From an optimization exercise on the open Yosys and OpenROAD flow, aimed at small area and a short achievable clock period; shortcuts taken in it are not production practice. Power figures rest on the tool's default switching activity, not on a simulated workload.

==> run E <==
Design fp16_mac, start of the top module:
module fp16_mac (
    input  logic                        clk,
    input  logic                        rst,
    input  logic                        in_valid_i,
    input  logic [2-1:0]           tag_i,
    input  logic [16-1:0]          k_i,
    input  logic [16-1:0]          x_i,
    input  logic [16-1:0]          b_i,
    output logic                        out_valid_o,
    output logic [2-1:0]           tag_o,
    output logic [16-1:0]          result_o
);
make LEC_CHECK=0 CAP_MARGIN=20 CORE_MARGIN=2 CORE_UTILIZATION=40 CTS_CLUSTER_DIAMETER=70 CTS_CLUSTER_SIZE=40 SETUP_SLACK_MARGIN=3.0 SLEW_MARGIN=20 finish   # period 6.0 ns
run.sh (not shown) runs the stock make flow with config.mk's settings and CLKGATE_MAP_FILE= SYNTH_SCRIPT=/design/flow/synth_recipe.tcl, a recipe that flattens the netlist after the stock synthesis.
==> run G (differences from run E) <==
--- a/flow/design.v
+++ b/flow/design.v
@@ -41,15 +41,15 @@
         exp_o = n ? w_i[14:10] : {4'd0, w_i[9:0] != 10'd0};
     end
 endmodule
 `timescale 1ns/1ps
 module fp16_mul_a (
     input  logic [10:0] a_i,
     input  logic [10:0] b_i,
-    output logic [57:0] cs_o
+    output logic [72:0] cs_o
 );
     logic pp0_0;
     assign pp0_0 = a_i[0] & b_i[0];
     logic pp0_1;
     assign pp0_1 = a_i[0] & b_i[1];
     logic pp0_2;
     assign pp0_2 = a_i[0] & b_i[2];
@@ -509,14 +509,167 @@
     assign w106 = (w56 & w59) | (w56 & w58) | (w59 & w58);
     assign w107 = pp7_9 ^ pp8_8 ^ pp9_7;
     assign w108 = (pp7_9 & pp8_8) | (pp7_9 & pp9_7) | (pp8_8 & pp9_7);
     assign w109 = pp6_10 ^ pp10_6 ^ w60;
     assign w110 = (pp6_10 & pp10_6) | (pp6_10 & w60) | (pp10_6 & w60);
     assign w111 = pp8_9 ^ pp9_8 ^ pp7_10;
     assign w112 = (pp8_9 & pp9_8) | (pp8_9 & pp7_10) | (pp9_8 & pp7_10);
+    assign cs_o = {pp10_10, pp10_9, pp9_10, w112, pp10_8, pp9_9, pp8_10, w111, w110, w108, pp10_7, w109, w107, w106, w104, w105, w103, w102, w100, w101, w99, w98, w96, w97, w95, w94, w92, w93, w91, w90, w88, w89, w87, w86, w84, w85, w83, w82, w80, w81, w79, w78, w76, w77, w75, w74, w72, w73, w71, w70, w68, w69, w67, w66, w64, w65, w63, w62, pp5_0, w61, pp4_0, pp3_1, pp2_2, pp3_0, pp2_1, pp1_2, pp0_3, pp2_0, pp1_1, pp0_2, pp1_0, pp0_1, pp0_0};
+endmodule
+module fp16_mul_b (
+    input  logic [72:0] cs_i,
+    output logic [21:0] row0_o,
+    output logic [21:0] row1_o
+);
+    logic pp0_0;
+    assign pp0_0 = cs_i[0];
+    logic pp0_1;
+    assign pp0_1 = cs_i[1];
+    logic pp1_0;
+    assign pp1_0 = cs_i[2];
+    logic pp0_2;
+    assign pp0_2 = cs_i[3];
+    logic pp1_1;
+    assign pp1_1 = cs_i[4];
+    logic pp2_0;
+    assign pp2_0 = cs_i[5];
+    logic pp0_3;
+    assign pp0_3 = cs_i[6];
+    logic pp1_2;
+    assign pp1_2 = cs_i[7];
+    logic pp2_1;
+    assign pp2_1 = cs_i[8];
+    logic pp3_0;
+    assign pp3_0 = cs_i[9];
+    logic pp2_2;
+    assign pp2_2 = cs_i[10];
+    logic pp3_1;
+    assign pp3_1 = cs_i[11];
+    logic pp4_0;
+    assign pp4_0 = cs_i[12];
+    logic w61;
+    assign w61 = cs_i[13];
+    logic pp5_0;
+    assign pp5_0 = cs_i[14];
+    logic w62;
+    assign w62 = cs_i[15];
+    logic w63;
+    assign w63 = cs_i[16];
+    logic w65;
+    assign w65 = cs_i[17];
+    logic w64;
+    assign w64 = cs_i[18];
+    logic w66;
+    assign w66 = cs_i[19];
+    logic w67;
+    assign w67 = cs_i[20];
+    logic w69;
+    assign w69 = cs_i[21];
+    logic w68;
+    assign w68 = cs_i[22];
+    logic w70;
+    assign w70 = cs_i[23];
+    logic w71;
+    assign w71 = cs_i[24];
+    logic w73;
+    assign w73 = cs_i[25];
+    logic w72;
+    assign w72 = cs_i[26];
+    logic w74;
+    assign w74 = cs_i[27];
+    logic w75;
+    assign w75 = cs_i[28];
+    logic w77;
+    assign w77 = cs_i[29];
+    logic w76;
+    assign w76 = cs_i[30];
+    logic w78;
+    assign w78 = cs_i[31];
+    logic w79;
+    assign w79 = cs_i[32];
+    logic w81;
+    assign w81 = cs_i[33];
+    logic w80;
+    assign w80 = cs_i[34];
+    logic w82;
+    assign w82 = cs_i[35];
+    logic w83;
+    assign w83 = cs_i[36];
+    logic w85;
+    assign w85 = cs_i[37];
+    logic w84;
+    assign w84 = cs_i[38];
+    logic w86;
+    assign w86 = cs_i[39];
+    logic w87;
+    assign w87 = cs_i[40];
+    logic w89;
+    assign w89 = cs_i[41];
+    logic w88;
+    assign w88 = cs_i[42];
+    logic w90;
+    assign w90 = cs_i[43];
+    logic w91;
+    assign w91 = cs_i[44];
+    logic w93;
+    assign w93 = cs_i[45];
+    logic w92;
+    assign w92 = cs_i[46];
+    logic w94;
+    assign w94 = cs_i[47];
+    logic w95;
+    assign w95 = cs_i[48];
+    logic w97;
+    assign w97 = cs_i[49];
+    logic w96;
+    assign w96 = cs_i[50];
+    logic w98;
+    assign w98 = cs_i[51];
+    logic w99;
+    assign w99 = cs_i[52];
+    logic w101;
+    assign w101 = cs_i[53];
+    logic w100;
+    assign w100 = cs_i[54];
+    logic w102;
+    assign w102 = cs_i[55];
+    logic w103;
+    assign w103 = cs_i[56];
+    logic w105;
+    assign w105 = cs_i[57];
+    logic w104;
+    assign w104 = cs_i[58];
+    logic w106;
+    assign w106 = cs_i[59];
+    logic w107;
+    assign w107 = cs_i[60];
+    logic w109;
+    assign w109 = cs_i[61];
+    logic pp10_7;
+    assign pp10_7 = cs_i[62];
+    logic w108;
+    assign w108 = cs_i[63];
+    logic w110;
+    assign w110 = cs_i[64];
+    logic w111;
+    assign w111 = cs_i[65];
+    logic pp8_10;
+    assign pp8_10 = cs_i[66];
+    logic pp9_9;
+    assign pp9_9 = cs_i[67];
+    logic pp10_8;
+    assign pp10_8 = cs_i[68];
+    logic w112;
+    assign w112 = cs_i[69];
+    logic pp9_10;
+    assign pp9_10 = cs_i[70];
+    logic pp10_9;
+    assign pp10_9 = cs_i[71];
+    logic pp10_10;
+    assign pp10_10 = cs_i[72];
     logic w113;
     logic w114;
     logic w115;
     logic w116;
     logic w117;
     logic w118;
     logic w119;
@@ -573,137 +726,14 @@
     assign w138 = (w103 & w100) | (w103 & w105) | (w100 & w105);
     assign w139 = w107 ^ w104 ^ w109;
     assign w140 = (w107 & w104) | (w107 & w109) | (w104 & w109);
     assign w141 = pp10_7 ^ w108 ^ w111;
     assign w142 = (pp10_7 & w108) | (pp10_7 & w111) | (w108 & w111);
     assign w143 = pp9_9 ^ pp8_10 ^ pp10_8;
     assign w144 = (pp9_9 & pp8_10) | (pp9_9 & pp10_8) | (pp8_10 & pp10_8);
-    assign cs_o = {pp10_10, w144, pp10_9, pp9_10, w143, w142, w112, w141, w140, w110, w139, w138, w106, w137, w136, w102, w135, w134, w98, w133, w132, w94, w131, w130, w93, w129, w128, w89, w127, w126, w85, w125, w124, w81, w123, w122, w77, w121, w120, w73, w119, w118, w69, w117, w116, w63, w115, w114, w61, w113, pp3_0, pp2_1, pp2_0, pp1_1, pp0_2, pp1_0, pp0_1, pp0_0};
-endmodule
-module fp16_mul_b (
-    input  logic [57:0] cs_i,
-    output logic [21:0] row0_o,
-    output logic [21:0] row1_o
-);
-    logic pp0_0;
-    assign pp0_0 = cs_i[0];
-    logic pp0_1;
-    assign pp0_1 = cs_i[1];
-    logic pp1_0;
-    assign pp1_0 = cs_i[2];
-    logic pp0_2;
-    assign pp0_2 = cs_i[3];
-    logic pp1_1;
-    assign pp1_1 = cs_i[4];
-    logic pp2_0;
-    assign pp2_0 = cs_i[5];
-    logic pp2_1;
-    assign pp2_1 = cs_i[6];
-    logic pp3_0;
-    assign pp3_0 = cs_i[7];
-    logic w113;
-    assign w113 = cs_i[8];
-    logic w61;
-    assign w61 = cs_i[9];
-    logic w114;
-    assign w114 = cs_i[10];
-    logic w115;
-    assign w115 = cs_i[11];
-    logic w63;
-    assign w63 = cs_i[12];
-    logic w116;
-    assign w116 = cs_i[13];
-    logic w117;
-    assign w117 = cs_i[14];
-    logic w69;
-    assign w69 = cs_i[15];
-    logic w118;
-    assign w118 = cs_i[16];
-    logic w119;
-    assign w119 = cs_i[17];
-    logic w73;
-    assign w73 = cs_i[18];
-    logic w120;
-    assign w120 = cs_i[19];
-    logic w121;
-    assign w121 = cs_i[20];
-    logic w77;
-    assign w77 = cs_i[21];
-    logic w122;
-    assign w122 = cs_i[22];
-    logic w123;
-    assign w123 = cs_i[23];
-    logic w81;
-    assign w81 = cs_i[24];
-    logic w124;
-    assign w124 = cs_i[25];
-    logic w125;
-    assign w125 = cs_i[26];
-    logic w85;
-    assign w85 = cs_i[27];
-    logic w126;
-    assign w126 = cs_i[28];
-    logic w127;
-    assign w127 = cs_i[29];
-    logic w89;
-    assign w89 = cs_i[30];
-    logic w128;
-    assign w128 = cs_i[31];
-    logic w129;
-    assign w129 = cs_i[32];
-    logic w93;
-    assign w93 = cs_i[33];
-    logic w130;
-    assign w130 = cs_i[34];
-    logic w131;
-    assign w131 = cs_i[35];
-    logic w94;
-    assign w94 = cs_i[36];
-    logic w132;
-    assign w132 = cs_i[37];
-    logic w133;
-    assign w133 = cs_i[38];
-    logic w98;
-    assign w98 = cs_i[39];
-    logic w134;
-    assign w134 = cs_i[40];
-    logic w135;
-    assign w135 = cs_i[41];
-    logic w102;
-    assign w102 = cs_i[42];
-    logic w136;
-    assign w136 = cs_i[43];
-    logic w137;
-    assign w137 = cs_i[44];
-    logic w106;
-    assign w106 = cs_i[45];
-    logic w138;
-    assign w138 = cs_i[46];
-    logic w139;
-    assign w139 = cs_i[47];
-    logic w110;
-    assign w110 = cs_i[48];
-    logic w140;
-    assign w140 = cs_i[49];
-    logic w141;
-    assign w141 = cs_i[50];
-    logic w112;
-    assign w112 = cs_i[51];
-    logic w142;
-    assign w142 = cs_i[52];
-    logic w143;
-    assign w143 = cs_i[53];
-    logic pp9_10;
-    assign pp9_10 = cs_i[54];
-    logic pp10_9;
-    assign pp10_9 = cs_i[55];
-    logic w144;
-    assign w144 = cs_i[56];
-    logic pp10_10;
-    assign pp10_10 = cs_i[57];
     logic w145;
     logic w146;
     logic w147;
     logic w148;
     logic w149;
     logic w150;
     logic w151;
@@ -1021,15 +1051,15 @@
     input  logic [16-1:0]          k_i,
     input  logic [16-1:0]          x_i,
     input  logic [16-1:0]          b_i,
     output logic                        out_valid_o,
     output logic [2-1:0]           tag_o,
     output logic [16-1:0]          result_o
 );
-    localparam int CSW = 58;       
+    localparam int CSW = 73;       
     logic [10:0] u_k_sig, u_x_sig;
     logic [4:0]  u_k_exp, u_x_exp;
     logic [CSW-1:0] m_cs, c1_cs;
     logic [10:0] e_b_sig, c1_b_sig;
     logic [4:0]  e_b_exp, c1_b_exp;
     logic [5:0]  e_es, c1_es;
     logic        c1_p_sign, c1_b_sign;
Settings changed: SETUP_SLACK_MARGIN 3.0 to 2.8.
==> results.txt <==
| metric | run G | run E |
|---|---|---|
| Status | complete, no violations | complete, no violations |
| Peak supply drop | 0.000247 V | 0.000283 V |
| Non-clock inverters | 218 | 177 |
| Placement Cell Area | 19300 µm² | 19300 µm² |
| Capture point of the critical path | c2.q[48] | c4.q[53] |
| Total net switching power | 4.88 mW | 5.10 mW |
| Final instance count without filler cells | 2586 | 2605 |
| Horiz. Die Dim | 217 µm | 217 µm |
| Hold path startpoint | c4.q[19] | c2.q[0] |
| Number of different library cells in the post-synthesis netlist | 87 | 89 |
| Max frequency | 310 MHz | 328 MHz |
| Simple-gate share of the synthesized area | 15.3% | 15.6% |
| Sequential power | 3.59 mW | 3.53 mW |
| Non-clock buffering overhead | 4.40% | 5.99% |
| Quantity of gates resized following cts | 38 | 138 |
| Final-layout clock-cell area share | 4.21% | 4.25% |
| Reg-to-reg critical path startpoint | c1.q[62] | c3.q[48] |
| Crit path launch | c1.q[62] | c3.q[48] |
| Routed length per instance | 16.7 µm | 17.7 µm |
| Sequential area share after synthesis | 35.7% | 34.2% |
| Flip-flop and latch area | 6490 µm² | 6220 µm² |
| CP max stage delay | 540 ps | 530 ps |
| Total track usage | 18.4% | 19.4% |
No run of this note included a check of the RTL's function; only the layout flow was run.

[separate check: timing with driven ports]
No port has a modelled driver above. Below, the same layouts with a new extraction and two added sets of constraints.
Step 1: set_driving_cell puts a clkbuf_16 on clk and a buf_2 on each other input, an assumption about the parent block.
Step 2 adds t to the input delays and takes it off the output delays; t is the mean of the earliest and latest rising clock arrival at the registers after step 1. Input paths then give back, and output paths get back, about the clock's delay inside the block.
a / b / c = ideal ports / drivers / drivers and shift; a / b = the first two.
| run | t, ns | slack for setup (ns) | worst register clock-pin slew, ns | pins driven straight from the clock port |
|---|---|---|---|---|
| run E | 0.613 | 2.949 / 2.949 / 2.438 | 0.10 / 0.10 | 1 |
| run G | 0.599 | 2.778 / 2.778 / 2.318 | 0.11 / 0.11 | 1 |
After both steps every run listed still meets setup and hold. For run E, which loses most, drivers alone change the setup slack by 0.000 ns; drivers and shift together by -0.511 ns.
